From an optimization exercise on the open Yosys and OpenROAD flow, aimed at small area, a short achievable clock period and few clock cycles per item; shortcuts taken in it are not production practice. RTL that was checked went through simulation tests only; none was proved equivalent to the original. No functional check of the RTL was part of run 1. No activity file was given, so power comes from the tool's default toggle rates.

==> flow/design.v, too long to show whole: its modules and the start of the top module <==
// module systolic_array_os: 3038 lines
// module sa_fa: 4 lines
// module sa_ha: 4 lines
// module sa_xor: 3 lines
// module sa_mux: 3 lines
module systolic_array_os #(
  parameter  int N      = 4,
  parameter  int DATA_W = 8,
  parameter  int ACC_W  = 24,
  parameter  int MAX_K  = 64,
  localparam int KW     = $clog2(MAX_K + 1),
  localparam int IW     = (N > 1) ? $clog2(N) : 1
) (
  input  logic                clk,
  input  logic                reset_n,
  input  logic                start,
  input  logic [KW-1:0]       k_len,
  input  logic                in_valid,
  output logic                in_ready,
  input  logic [N*DATA_W-1:0] a_vec,
  input  logic [N*DATA_W-1:0] b_vec,
  output logic                out_valid,
  input  logic                out_ready,
  output logic [IW-1:0]       out_idx,
  output logic [N*ACC_W-1:0]  out_row,
  output logic                busy,
  output logic                done
);
  // ...
==> flow/flow/run.sh <==
#!/bin/bash
set -euo pipefail
bash standard.sh SETUP_SLACK_MARGIN=6.0 TNS_END_PERCENT=0 "BUFFER_PORTS_ARGS=-buffer_cell sky130_fd_sc_hd__buf_4" finish > standard.log 2>&1
==> flow/standard.sh <==
#!/bin/bash
# synth_recipe.tcl (not shown) runs the flow's synth.tcl, then flattens the netlist and writes it again
# the make line also repeats each setting of config.mk as NAME=value (left out here)
make -C /OpenROAD-flow-scripts/flow DESIGN_CONFIG=/design/flow/config.mk WORK_HOME=/design/flow/orfs CLKGATE_MAP_FILE= SYNTH_SCRIPT=/design/flow/synth_recipe.tcl "${@:-finish}"
==> flow/config.mk <==
export PLATFORM = sky130hd
export DESIGN_NAME = systolic_array_os
export DESIGN_NICKNAME = systolic_array_os
export VERILOG_FILES = /design/flow/design.v
export SDC_FILE = /design/flow/constraint.sdc
export NUM_CORES = 4
export LEC_CHECK = 0
export CAP_MARGIN = 20
export CORE_MARGIN = 2
export CORE_UTILIZATION = 40
export SLEW_MARGIN = 20
export SYNTH_HIERARCHICAL = 1
==> flow/constraint.sdc <==
create_clock -name core_clock -period 9.0 [get_ports {clk}]
set_input_delay 1.8000 -clock core_clock [delete_from_list [all_inputs] [get_ports {clk}]]
set_output_delay 1.8000 -clock core_clock [all_outputs]
set_load 0.01 [all_outputs]
==> flow_metrics.py, run 1 <==
metrics = {
    "floorplan": {
        "vertical_extent_of_the_die_um": 389.9,
    },
    "flow_run": {
        "cap_viol_max_count": 0,
    },
    "routing": {
        "antenna_violating_nets_post_route": 0,
        "drt-total-wl_um": 168600,
        "wirelength_met1_um": 74080,
        "detailroute.via_count": 41828,
    },
    "min_path": {
        "hold-path-cell-count": 0,
        "hp-start": "wait_q$_DFF_PN0_",
        "holdCritPathClass": "reg -> reg",
    },
    "placement": {
        "dp.final_hpwl_um": 106200,
        "globalplace.congestion": 0.8143,
    },
    "synthesis": {
        "fraction_of_the_mapped_netlist_area_in_compound_gates": 0.1281,
        "synthesis.yosys.warnings": 44,
        "post_synth_simple_gate_area": 0.09816,
        "synth_top_area_share": 0.2662,
        "synthMuxAreaShare": 0.02464,
        "syn_inst": 5743,
    },
    "finish": {
        "layout.cells.largest_class": "multi-input gates",
        "layout-drive-gt1-share": 0.1203,
        "num_antenna_cells": 0,
        "buffer_area_frac": 0.04375,
        "layout.cells.non_filler": 7739,
    },
    "outcome": {
        "status": "timing/DRC/antenna clean",
    },
    "critical_path": {
        "worst_r2r_path_depth": 13,
        "crit_path_end_kind": "register",
        "arrival_ns": 3.98,
        "worst-path-buf-inv": 4,
        "reg2reg_slack_ns": 5.65,
        "critical_r2r_capture": "out_q[0][17]$_DFF_P_",
    },
    "sta": {
        "fin_skew_ns": 0.02611,
        "finalSetupTns_ns": 0,
    },
    "clock_network": {
        "postCtsSetupBuffers": 6,
        "insertion_delay_ns": 0.74,
        "clk_path_buf_depth": 3,
    },
    "power": {
        "p_leak_nw": 28.25,
    },
}
==> inputs of run 2 (changes only) <==
--- a/flow/design.v
+++ b/flow/design.v
@@ -234,24 +234,19 @@
     assign res[j][15] = p[15] ^ g37;
     assign res[j][16] = p[16] ^ g38;
     assign res[j][17] = p[17] ^ g39;
     assign res[j][18] = p[18] ^ g40;
     assign res[j][19] = p[19] ^ g41;
     assign res[j][20] = p[20] ^ g42;
     assign res[j][21] = p[21] ^ g43;
   end
-  logic [SW-1:0] out_d [N];
-  for (genvar j = 0; j < N; j++) begin : g_outq
-    for (genvar c = 0; c < SW; c++) begin : g_bit
-      sa_mux u_m (.a(out_q[j][c]), .b(res[j][c]), .s(load), .y(out_d[j][c]));
-    end
-  end
   always_ff @(posedge clk) begin
-    for (int j = 0; j < N; j++) out_q[j] <= out_d[j];
+    for (int j = 0; j < N; j++)
+      if (load) out_q[j] <= res[j];
   end
   always_comb begin
     for (int j = 0; j < N; j++) out_row[j*ACC_W +: ACC_W] = {{(ACC_W-SW){out_q[j][SW-1]}}, out_q[j]};
   end
   wire m00_w0 = (b1_q[0][0] & a_q[0][0]) ^ bn_q[0][0];
   wire m00_w1 = ((b1_q[0][0] & a_q[0][1]) | (b2_q[0][0] & a_q[0][0])) ^ bn_q[0][0];
   wire m00_w2 = ((b1_q[0][0] & a_q[0][2]) | (b2_q[0][0] & a_q[0][1])) ^ bn_q[0][0];
   wire m00_w3 = ((b1_q[0][0] & a_q[0][3]) | (b2_q[0][0] & a_q[0][2])) ^ bn_q[0][0];
@@ -3039,14 +3034,8 @@
 module sa_fa (input logic a, b, c, output logic s, co);
   assign s  = a ^ b ^ c;
   assign co = (a & b) | (a & c) | (b & c);
 endmodule
 module sa_ha (input logic a, b, output logic s, co);
   assign s  = a ^ b;
   assign co = a & b;
 endmodule
-module sa_xor (input logic a, b, output logic y);
-  assign y = a ^ b;
-endmodule
-module sa_mux (input logic a, b, s, output logic y);
-  assign y = s ? b : a;
-endmodule
==> flow/flow/run.sh (replaced) <==
#!/bin/bash
# The standard layout (standard.sh: the standard synthesis, floorplan, placement,
# CTS, routing) with three settings changed: the timing repair steps aim at a 6 ns
# setup margin (a 3 ns period) instead of the design's 9 ns period, they repair only
# the worst path (TNS_END_PERCENT=0), and the port buffers are buf_4 cells.
# Make's full output goes to standard.log; each ORFS step also keeps its own log under
# orfs/logs/.
set -euo pipefail
bash standard.sh SETUP_SLACK_MARGIN=6.0 TNS_END_PERCENT=0 \
  "BUFFER_PORTS_ARGS=-buffer_cell sky130_fd_sc_hd__buf_4" finish > standard.log 2>&1
==> run 2 against run 1 <==
Still clean. Worst hold slack lost 0.054 ns. Maximum frequency is 4.0% higher. Register-to-register slack better by 0.18 ns. Via count grew 4.5%. First-iteration DRC count is 30% higher. Final cell count rose by 2.1%. Synthesized area is 1.5% higher. Die area increased by 1.5%. Count of clock-buffer cells in the layout down 8. Sequential cell count unchanged. Cell area increased by 1.2%. Setup slack gained 0.13 ns. Critical endpoint is now out_row[1].
==> flow_metrics.py, run 2 <==
metrics = {
    "outcome": {
        "status": "timing/DRC/antenna clean",
    },
    "critical_path": {
        "timing.critical_path.max_delay_family": "flip-flops",
        "critPathSlowestCell": "edfxtp_1",
        "timing.critical_path.slowest_cell_delay_ns": 0.50,
        "critical_path_cell_by_cell": "buf_4",
        "crit_path_end_kind": "primary output",
        "arrival_ns": 1.43,
        "reg2reg_slack_ns": 5.83,
        "critPathLaunchType": "register",
        "worst-path-buf-inv": 1,
        "crit_fanout": 1,
        "required_time_worst_endpoint_ns": 7.20,
        "timing_worst_setup_path_type": "reg -> out",
    },
    "finish": {
        "layout.cells.non_filler": 7903,
        "most-common-layout-cells": "712 x a22oi_1, 676 x fa_1, 661 x dfxtp_1, 552 x nor2b_1, 539 x xnor2_1",
        "num_antenna_cells": 0,
        "biggestRegsByFlops": "acc0: 240 flops, acc1: 240 flops, accu: 112 flops",
        "layout-drive-gt1-share": 0.1070,
        "finalCoreUtilization": 0.4525,
        "areaGrowthSynthToFinish_pct": 12.23,
        "most_common_cell_after_layout_fill_and_taps_aside": "a22oi_1",
        "nets": 6947,
        "layout.filler_cells": 14134,
    },
    "synthesis": {
        "synth-edff-count": 88,
        "ys_ff_latch": 824,
        "synthesis.yosys.warnings": 43,
        "syn-mean-instance-area_um2": 10.40,
        "ys_seq_area_frac": 0.2900,
        "syn_area_um2": 60470,
        "async_reset_ff_frac": 0.03883,
        "synth.cells.most_frequent": "720 x a22oi_1, 704 x dfxtp_1, 680 x fa_1",
        "syn-num-nets": 6964,
        "synth_top_area_share": 0.2331,
        "synth_ff_type": "dfxtp_1",
        "ys_types": 63,
        "yosysMostFrequentCell": "a22oi_1",
        "synth_area_leaders": "dfxtp_1 23%, fa_1 23%, a22oi_1 8.9%",
        "yosysTopAreaCell": "dfxtp_1",
        "syn_inst": 5817,
    },
    "routing": {
        "wl_per_cell_um": 22.89,
        "drt_drc_violations_left": 0,
        "detailroute.via_count": 43705,
        "viasPerCell": 5.530,
        "drt_pass1_iterations": 6,
        "first_iter_violations": 3594,
        "antenna_violating_nets_post_route": 0,
        "drt-total-wl_um": 180900,
    },
    "power": {
        "p_leak_nw": 28.30,
        "p_per_area_nw_per_um2": 473.0,
        "worst_ir_drop_on_vdd_mv": 0.1972,
    },
    "grt": {
        "grt_first_pass_wirelength_um": 271000,
        "grt_max_degree": 101,
        "first_global_vias": 45405,
        "antenna_found_initial": 6,
        "globalRouteOverflowTotal": 0,
        "combined_global_route_utilization_of_all_metal_layers": 0.2275,
    },
    "clock_network": {
        "insertion_delay_ns": 0.73,
        "clk_transition_reported_paths_ns": 0.06,
        "cts_tree": "yes",
        "clock_sink_count": 824,
        "clk_path_buf_depth": 3,
        "ctsHtreeMaxLevel": 3,
        "cts_buffers": 101,
        "clk_root_buffer_cell": "clkbuf_16",
    },
    "floorplan": {
        "top_level_ports": 178,
        "vertical_extent_of_the_die_um": 392.8,
        "core_area_um2": 150000,
        "die_width_um": 392.8,
        "initial_core_util": 0.4032,
        "placement_rows": 142,
        "die_area_um2": 154300,
    },
    "sta": {
        "setup-violations-final": 0,
        "setup_ws_ns": 5.767,
        "fin_skew_ns": 0.04332,
        "report.final.hold_viol_count": 0,
        "max-slew-margin-rel": 0.2743,
        "final-max-slew-violation-count": 0,
        "worstMarginPinSlew_ns": 1.089,
        "finalSetupTns_ns": 0,
        "final.period_utilization": 0.3593,
        "worst_hold_slack_ns": 0.3451,
        "min_period_ns": 3.233,
        "timing.fmax_ghz": 0.3093,
        "setup_repair_after_global_routing_missed_its_margin": "true",
    },
    "placement": {
        "portBuffers": 177,
        "detailedPlace.worstSlack_ns": 4.843,
        "globalplace.congestion": 0.8361,
        "place_inst": 7670,
        "dp.final_hpwl_um": 113900,
    },
    "min_path": {
        "holdCritPathClass": "reg -> reg",
    },
    "flow_run": {
        "cap_viol_max_count": 0,
    },
}
## run 2: changes by cell type in the layout (fill, tap and decap cells not counted), sizes merged, moves of 20 or more
| cell | delta |
|---|---|
| or3 | +31 |
| o311ai | +28 |
| dfxtp | -88 |
| a21oi | -42 |
| mux2i | +20 |
| a21o | +32 |
| edfxtp | +88 |
| o21ai | -38 |
| mux2 | -88 |
## run 2: layout make-up
class                           count  area (um^2)  area share
Clock buffer                      138         2958     0.04359
Clock inverter                     52        545.5    0.008039
Inverter                          454         1713     0.02524
Multi-Input combinational cell   4105        39670      0.5846
Sequential cell                   824        17620      0.2596
Tap cell                         2016         2522     0.03717
Timing Repair Buffer              314         2834     0.04176
## run 2: worst paths after layout
check,cells after the start,end,start
setup / recovery,1,out_row[1],out_q[0][1]$_DFFE_PP_
hold reg to reg,0,ld_q$_DFF_PN0_,wait_q$_DFF_PN0_
setup reg to reg,6,acc1[9][10]$_DFF_P_,b1_q[1][1]$_DFF_P_
hold / removal,0,ld_q$_DFF_PN0_,wait_q$_DFF_PN0_
max in group asynchronous,1,sel_q[2][1]$_DFFE_PN0P_,reset_n
min in group asynchronous,1,ld_q$_DFF_PN0_,reset_n
## run 2: modules after synthesis (local to each module, per instance)
| module | cells | times used |
|---|---|---|
| sa_fa | 1 | 640 |
| systolic_array_os | 5017 | 1 |
| sa_ha | 1 | 160 |
## run 2: repair_timing
item                                    4_1_cts  5_1_grt
pin swaps                                     2       13
setup buffers                                 4       24
hold buffers                                  0        0
cloned                                        0       15
gates resized for setup                      41       66
endpoints found under the setup margin      337      539
## run 2: cell families (layout without fill, tap and decap cells)
logic type | after synthesis | in the layout | share of synthesized area
simple gates | 1209 | 1209 | 0.1082
compound gates | 1141 | 1141 | 0.1386
fa+ha+maj | 1071 | 1071 | 0.3060
buf+inv | 888 | 958 | 0.05715
flops | 824 | 824 | 0.2900
xor+xnor | 651 | 651 | 0.09429
mux | 33 | 33 | 0.005732
## run 2: per-stage QoR
| step | cell area, um^2 | total power, W |
|---|---|---|
| after floorplan | 60560 | 0.02210 |
| final | 67860 | 0.03210 |
| after CTS | 67060 | 0.03191 |
| after detailed placement | 63350 | 0.02717 |
| after global placement | 63350 | 0.02659 |
| after global routing | 67860 | 0.03564 |
## run 2: power by group
group	total [W]	leakage (nW)	internal, W	switching (W)
clock network	0.00436	1.72	0.00257	0.00179
registers	0.00773	7.12	0.00616	0.00158
logic	0.0200	19.5	0.00964	0.0104
total	0.0321	28.3	0.0184	0.0137
## run 2: metal layers
layer,track usage,part of all wire,vias to the layer above
li1,-,-,19626
met1,0.3141,0.44,22202
met2,0.3602,0.46,1617
met3,0.04602,0.080,256
met4,0.06541,0.023,4
met5,0,0.00013,-
Testbench counts of run 2, summed over its fixed seeds: cycles 15,559, jobs 384.

==> port drivers added, routing unchanged <==
The results above use ideal ports. As a check the final layouts listed here were re-extracted and re-timed, cells and wires unchanged.
Step 1: set_driving_cell puts a clkbuf_16 on clk and a buf_2 on each other input, an assumption about the parent block.
Step 2 adds t to the input delays and takes it off the output delays; t is the mean of the earliest and latest rising clock arrival at the registers after step 1. Input paths then give back, and output paths get back, about the clock's delay inside the block.
Slacks: no drivers / after step 1 / after step 2; pairs: no drivers / after step 1.
| run | t (ns) | setup slack, ns | slew at the worst register clock pin (ns) | cell pins on the clock port's net |
|---|---|---|---|---|
| run 1 | 0.799 | 5.637 / 5.599 / 4.885 | 0.06 / 0.06 | 1 |
| run 2 | 0.799 | 5.767 / 5.680 / 5.204 | 0.07 / 0.07 | 1 |
After both steps setup and hold are still met in every run listed. The setup slack of run 1, which loses most, moves by -0.038 ns with the drivers and by -0.752 ns with both steps.
